Context: an optimization exercise on an open-source flow, tuned for small area, a short achievable clock period and few clock cycles. The choices shown serve that exercise and are no tape-out recipe. Function was checked by simulation only, so behaviour that the tests miss may differ from the original.

== run F ==
// sa_top
module sa_top #(
  parameter int ROWS = sa_pkg::ROWS,
  parameter int COLS = sa_pkg::COLS
) (
  input  logic                               clk,
  input  logic                               rst,
  input  logic [sa_pkg::AXIL_ADDR_W-1:0]     axil_awaddr,
  input  logic                               axil_awvalid,
  output logic                               axil_awready,
  input  logic [sa_pkg::AXIL_DATA_W-1:0]     axil_wdata,
  input  logic [3:0]                         axil_wstrb,
  input  logic                               axil_wvalid,
  output logic                               axil_wready,
  output logic [1:0]                         axil_bresp,
  output logic                               axil_bvalid,
  input  logic                               axil_bready,
  input  logic [sa_pkg::AXIL_ADDR_W-1:0]     axil_araddr,
  input  logic                               axil_arvalid,
  output logic                               axil_arready,
  output logic [sa_pkg::AXIL_DATA_W-1:0]     axil_rdata,
  output logic [1:0]                         axil_rresp,
  output logic                               axil_rvalid,
  input  logic                               axil_rready,
  input  logic [COLS-1:0][sa_pkg::W_IN-1:0]  k_data,
  input  logic                               k_last,
  input  logic                               k_valid,
  output logic                               k_ready,
  input  logic [ROWS-1:0][sa_pkg::W_IN-1:0]  x_data,
  input  logic                               x_last,
  input  logic                               x_valid,
  output logic                               x_ready,
  input  logic [ROWS-1:0][sa_pkg::W_ACC-1:0] a_data,
  input  logic                               a_valid,
  output logic                               a_ready,
  output logic [ROWS-1:0][sa_pkg::W_ACC-1:0] y_data,
  output logic                               y_last,
  output logic                               y_valid,
  input  logic                               y_ready
);
  localparam int W_ACC = sa_pkg::W_ACC;
  logic                                 ctrl_enable;
  logic                                 ctrl_clamp;
  logic                                 beat_acc;
  ...
clock: 10.5 ns
lec_check: 0
cap_margin: 20
core_margin: 2
core_utilization: 40
cts_cluster_diameter: 140
cts_cluster_size: 24
place_density: 0.6
setup_slack_margin: 5
slew_margin: 20
tns_end_percent: 5
standard.sh (not shown) runs the stock make flow with config.mk's settings and CLKGATE_MAP_FILE= SYNTH_SCRIPT=/design/flow/synth_recipe.tcl, a recipe that flattens the netlist after the stock synthesis.
==> flow/flow/run.sh <==
#!/bin/bash
# The standard layout, with the smallest buffer on each input and output port
# (every port still gets its own buffer; the repair steps resize them where
# timing needs it). make's full output goes to standard.log.
set -euo pipefail
bash standard.sh "BUFFER_PORTS_ARGS=-buffer_cell sky130_fd_sc_hd__buf_1" finish > standard.log 2>&1
Testbench counts of run F, summed over its fixed seeds: cycles 5,239.
## Diff of input files: run G against run F
--- a/flow/design.v
+++ b/flow/design.v
@@ -399,30 +399,30 @@
   logic fs33, fc33; assign fs33 = fc22 ^ fs23 ^ fc28; assign fc33 = (fc22 & fs23) | (fc22 & fc28) | (fs23 & fc28);
   logic fs34, fc34; assign fs34 = fc14 ^ fs15 ^ fc29; assign fc34 = (fc14 & fs15) | (fc14 & fc29) | (fs15 & fc29);
   logic fs35, fc35; assign fs35 = base[16] ^ 1'b1 ^ fc30; assign fc35 = (base[16] & 1'b1) | (base[16] & fc30) | (1'b1 & fc30);
   logic fs36, fc36; assign fs36 = fs4 ^ fs17 ^ fc31; assign fc36 = (fs4 & fs17) | (fs4 & fc31) | (fs17 & fc31);
   logic fs37, fc37; assign fs37 = fs22 ^ fs28 ^ fc32; assign fc37 = (fs22 & fs28) | (fs22 & fc32) | (fs28 & fc32);
   logic fs38, fc38; assign fs38 = fc23 ^ fs24 ^ fc33; assign fc38 = (fc23 & fs24) | (fc23 & fc33) | (fs24 & fc33);
   logic fs39, fc39; assign fs39 = base[17] ^ 1'b1 ^ fc35; assign fc39 = (base[17] & 1'b1) | (base[17] & fc35) | (1'b1 & fc35);
   logic fs40, fc40; assign fs40 = fc17 ^ fs18 ^ fc36; assign fc40 = (fc17 & fs18) | (fc17 & fc36) | (fs18 & fc36);
   logic fs41, fc41; assign fs41 = base[18] ^ 1'b1 ^ fc39; assign fc41 = (base[18] & 1'b1) | (base[18] & fc39) | (1'b1 & fc39);
   logic fs42, fc42; assign fs42 = fc18 ^ fs19 ^ fc40; assign fc42 = (fc18 & fs19) | (fc18 & fc40) | (fs19 & fc40);
   logic fs43, fc43; assign fs43 = base[19] ^ 1'b1 ^ fc41; assign fc43 = (base[19] & 1'b1) | (base[19] & fc41) | (1'b1 & fc41);
-  logic hs44, hc44; assign hs44 = fs20 ^ fs27; assign hc44 = fs20 & fs27;
-  logic hs45, hc45; assign hs45 = base[20] ^ 1'b1; assign hc45 = base[20] & 1'b1;
-  logic hs46, hc46; assign hs46 = base[21] ^ 1'b1; assign hc46 = base[21] & 1'b1;
-  logic hs47, hc47; assign hs47 = base[22] ^ 1'b1; assign hc47 = base[22] & 1'b1;
-  logic hs48, hc48; assign hs48 = base[23] ^ 1'b1; assign hc48 = base[23] & 1'b1;
+  logic fs44, fc44; assign fs44 = fs20 ^ fs27 ^ fc42; assign fc44 = (fs20 & fs27) | (fs20 & fc42) | (fs27 & fc42);
+  logic fs45, fc45; assign fs45 = base[20] ^ 1'b1 ^ fc43; assign fc45 = (base[20] & 1'b1) | (base[20] & fc43) | (1'b1 & fc43);
+  logic fs46, fc46; assign fs46 = base[21] ^ 1'b1 ^ fc45; assign fc46 = (base[21] & 1'b1) | (base[21] & fc45) | (1'b1 & fc45);
+  logic fs47, fc47; assign fs47 = base[22] ^ 1'b1 ^ fc46; assign fc47 = (base[22] & 1'b1) | (base[22] & fc46) | (1'b1 & fc46);
+  logic fs48, fc48; assign fs48 = base[23] ^ 1'b1 ^ fc47; assign fc48 = (base[23] & 1'b1) | (base[23] & fc47) | (1'b1 & fc47);
   logic [23:0] ra, rb, lo;
-  assign ra = {hc47, hc46, hc45, hs45, fs43, fs41, fs39, fs35, fs30, fs25, fs34, fs29, fs38, fs33, fs37, hc44, hs44, fs42, fs40, fs36, fs31, fs26, fs16, fs1};
-  assign rb = {hs48, hs47, hs46, fc43, 1'b0, 1'b0, 1'b0, 1'b0, 1'b0, fc34, 1'b0, fc38, 1'b0, fc37, 1'b0, fs32, fc42, 1'b0, 1'b0, 1'b0, 1'b0, 1'b0, 1'b0, 1'b0};
+  assign ra = {fs48, fs47, fs46, fs45, fs43, fs41, fs39, fs35, fs30, fs25, fs34, fs29, fs38, fs33, fs37, fs32, fs44, fs42, fs40, fs36, fs31, fs26, fs16, fs1};
+  assign rb = {1'b0, 1'b0, 1'b0, 1'b0, 1'b0, 1'b0, 1'b0, 1'b0, 1'b0, fc34, 1'b0, fc38, 1'b0, fc37, 1'b0, fc44, 1'b0, 1'b0, 1'b0, 1'b0, 1'b0, 1'b0, 1'b0, 1'b0};
   logic [23:0] g0, p0;
   assign g0 = ra & rb; assign p0 = ra ^ rb;
   logic pg1; assign pg1 = g0[1] | (p0[1] & g0[0]);
   logic pp1; assign pp1 = p0[1] & p0[0];
   logic pg2; assign pg2 = g0[3] | (p0[3] & g0[2]);
   logic pp2; assign pp2 = p0[3] & p0[2];
   logic pg3; assign pg3 = g0[5] | (p0[5] & g0[4]);
   logic pp3; assign pp3 = p0[5] & p0[4];
   logic pg4; assign pg4 = g0[7] | (p0[7] & g0[6]);
   logic pp4; assign pp4 = p0[7] & p0[6];
   logic pg5; assign pg5 = g0[9] | (p0[9] & g0[8]);
Notes after the runs:
Run G vs. run F: proportion of layout cells with a drive suffix above 1 went up by 0.51 points. Changes observed in run G relative to run F: number of gates on the worst path with buffers counted has increased, cell area has decreased, via count has decreased. Per the comparison of run G with run F, area overhead of the layout relative to synthesis lost 0.33 points; clock-pin slew of the registers on the worst-case setup and hold paths ~0 delta.
Testbench counts of run G, summed over its fixed seeds: cycles 5,239.


## rev 12
Another version of the RTL of sa_top (not shown whole).
Size: about 6000 cells after synthesis, about 690 flip-flops, about 370 I/O pins, roughly 0.063 mm^2 of cells after synthesis.
clock: 10.5 ns
lec_check: 0
cap_margin: 20
core_margin: 2
core_utilization: 40
cts_cluster_diameter: 140
cts_cluster_size: 24
place_density: 0.6
setup_slack_margin: 5
slew_margin: 20
tns_end_percent: 5
Scripts as last shown in full above: flow/flow/run.sh
Testbench counts of rev 12, summed over its fixed seeds: cycles 5,239.
Modified inputs, rev 13 compared to rev 12
-- flow/design.v --
<<< rev 12, line 404
  logic fs38, fc38; assign fs38 = fc23 ^ fs24 ^ fc33; assign fc38 = (fc23 & fs24) | (fc23 & fc33) | (fs24 & fc33);
  logic fs39, fc39; assign fs39 = base[17] ^ 1'b1 ^ fc35; assign fc39 = (base[17] & 1'b1) | (base[17] & fc35) | (1'b1 & fc35);
  logic hs40, hc40; assign hs40 = fc17 ^ fs18; assign hc40 = fc17 & fs18;
  logic hs41, hc41; assign hs41 = fc18 ^ fs19; assign hc41 = fc18 & fs19;
  logic hs42, hc42; assign hs42 = fs20 ^ fs27; assign hc42 = fs20 & fs27;
  logic hs43, hc43; assign hs43 = base[18] ^ 1'b1; assign hc43 = base[18] & 1'b1;
  logic hs44, hc44; assign hs44 = base[19] ^ 1'b1; assign hc44 = base[19] & 1'b1;
  logic hs45, hc45; assign hs45 = base[20] ^ 1'b1; assign hc45 = base[20] & 1'b1;
>>> rev 13, line 404
  logic fs38, fc38; assign fs38 = fc23 ^ fs24 ^ fc33; assign fc38 = (fc23 & fs24) | (fc23 & fc33) | (fs24 & fc33);
  logic fs39, fc39; assign fs39 = base[17] ^ 1'b1 ^ fc35; assign fc39 = (base[17] & 1'b1) | (base[17] & fc35) | (1'b1 & fc35);
  logic fs40, fc40; assign fs40 = fc17 ^ fs18 ^ fc36; assign fc40 = (fc17 & fs18) | (fc17 & fc36) | (fs18 & fc36);
  logic fs41, fc41; assign fs41 = base[18] ^ 1'b1 ^ fc39; assign fc41 = (base[18] & 1'b1) | (base[18] & fc39) | (1'b1 & fc39);
  logic hs42, hc42; assign hs42 = fc18 ^ fs19; assign hc42 = fc18 & fs19;
  logic hs43, hc43; assign hs43 = fs20 ^ fs27; assign hc43 = fs20 & fs27;
  logic hs44, hc44; assign hs44 = base[19] ^ 1'b1; assign hc44 = base[19] & 1'b1;
  logic hs45, hc45; assign hs45 = base[20] ^ 1'b1; assign hc45 = base[20] & 1'b1;
<<< rev 12, line 414
  logic hs48, hc48; assign hs48 = base[23] ^ 1'b1; assign hc48 = base[23] & 1'b1;
  logic [23:0] ra, rb, lo;
  assign ra = {hc47, hc46, hc45, hc44, hc43, hs43, fs39, fs35, fs30, fs25, fs34, fs29, fs38, fs33, fs37, hc42, hc41, hc40, hs40, fs36, fs31, fs26, fs16, fs1};
  assign rb = {hs48, hs47, hs46, hs45, hs44, fc39, 1'b0, 1'b0, 1'b0, fc34, 1'b0, fc38, 1'b0, fc37, 1'b0, fs32, hs42, hs41, fc36, 1'b0, 1'b0, 1'b0, 1'b0, 1'b0};
  logic [23:0] g0, p0;
  assign g0 = ra & rb; assign p0 = ra ^ rb;
>>> rev 13, line 414
  logic hs48, hc48; assign hs48 = base[23] ^ 1'b1; assign hc48 = base[23] & 1'b1;
  logic [23:0] ra, rb, lo;
  assign ra = {hc47, hc46, hc45, hc44, hs44, fs41, fs39, fs35, fs30, fs25, fs34, fs29, fs38, fs33, fs37, hc43, hc42, hs42, fs40, fs36, fs31, fs26, fs16, fs1};
  assign rb = {hs48, hs47, hs46, hs45, fc41, 1'b0, 1'b0, 1'b0, 1'b0, fc34, 1'b0, fc38, 1'b0, fc37, 1'b0, fs32, hs43, fc40, 1'b0, 1'b0, 1'b0, 1'b0, 1'b0, 1'b0};
  logic [23:0] g0, p0;
  assign g0 = ra & rb; assign p0 = ra ^ rb;
Notes after the runs:
Rev 13 reached the final stage; the timing, DRC and antenna checks on its layout passed. Going from rev 12 to rev 13, post-placement worst setup slack shrinks by 55 ps. Initial core utilization of rev 13 is on par with rev 12. Rev 13 vs. rev 12: final antenna diode count went up by 4. As far as number of violations of the max-capacitance limit goes, rev 12 and rev 13 are indistinguishable; the numbers are identical. Rev 13 packs its core more loosely than rev 12. Post-route setup TNS across rev 13 and rev 12: no real change. Rev 13: total area of multi-input combinational cells about 1.2% below rev 12. Per-instance average area after synthesis, rev 13 and rev 12, lower one = rev 12. Taking rev 12 as the reference, in rev 13 non-filler instance count after layout decreased about 4.3%, global-route wire length before repair decreased by 4.0% relative to the old numbers, global routing usage on met1 went up. In rev 13 relative to rev 12, post-cts sizing count had gone down by more than a quarter. Total met3 wirelength after detailed routing in rev 13 vs rev 12: up 14%. Sort rev 13 and rev 12 by design area, ascending, and rev 13 comes first.
Testbench counts of rev 13, summed over its fixed seeds: cycles 5,239.

-- afterwards: timing with drivers on the ports --
No port has a modelled driver above. Below, the same layouts with a new extraction and two added sets of constraints. Step 1: set_driving_cell puts a clkbuf_16 on clk and a buf_2 on each other input, an assumption about the parent block. Step 2 adds t to the input delays and takes it off the output delays; t is the mean of the earliest and latest rising clock arrival at the registers after step 1. Input paths then give back, and output paths get back, about the clock's delay inside the block. Slacks: ideal / step 1 / step 2; pairs: ideal / step 1.
run | shift t [ns] | setup slack, ns | clock arrival spread, ns | worst register clock-pin slew, ns | worst data-port slew with drivers (ns)
run F | 0.722 | 4.672 / 4.619 / 3.896 | 0.040 / 0.039 | 0.12 / 0.12 | 0.24
run G | 0.727 | 4.440 / 4.469 / 3.742 | 0.060 / 0.060 | 0.11 / 0.11 | 0.22
rev 12 | 0.739 | 4.859 / 4.763 / 4.024 | 0.049 / 0.048 | 0.12 / 0.12 | 0.22
rev 13 | 0.725 | 4.930 / 4.901 / 4.176 | 0.028 / 0.028 | 0.11 / 0.11 | 0.21
After both steps setup and hold are still met in every run listed. For rev 12, which loses most, drivers alone change the setup slack by -0.096 ns; drivers and shift together by -0.835 ns.
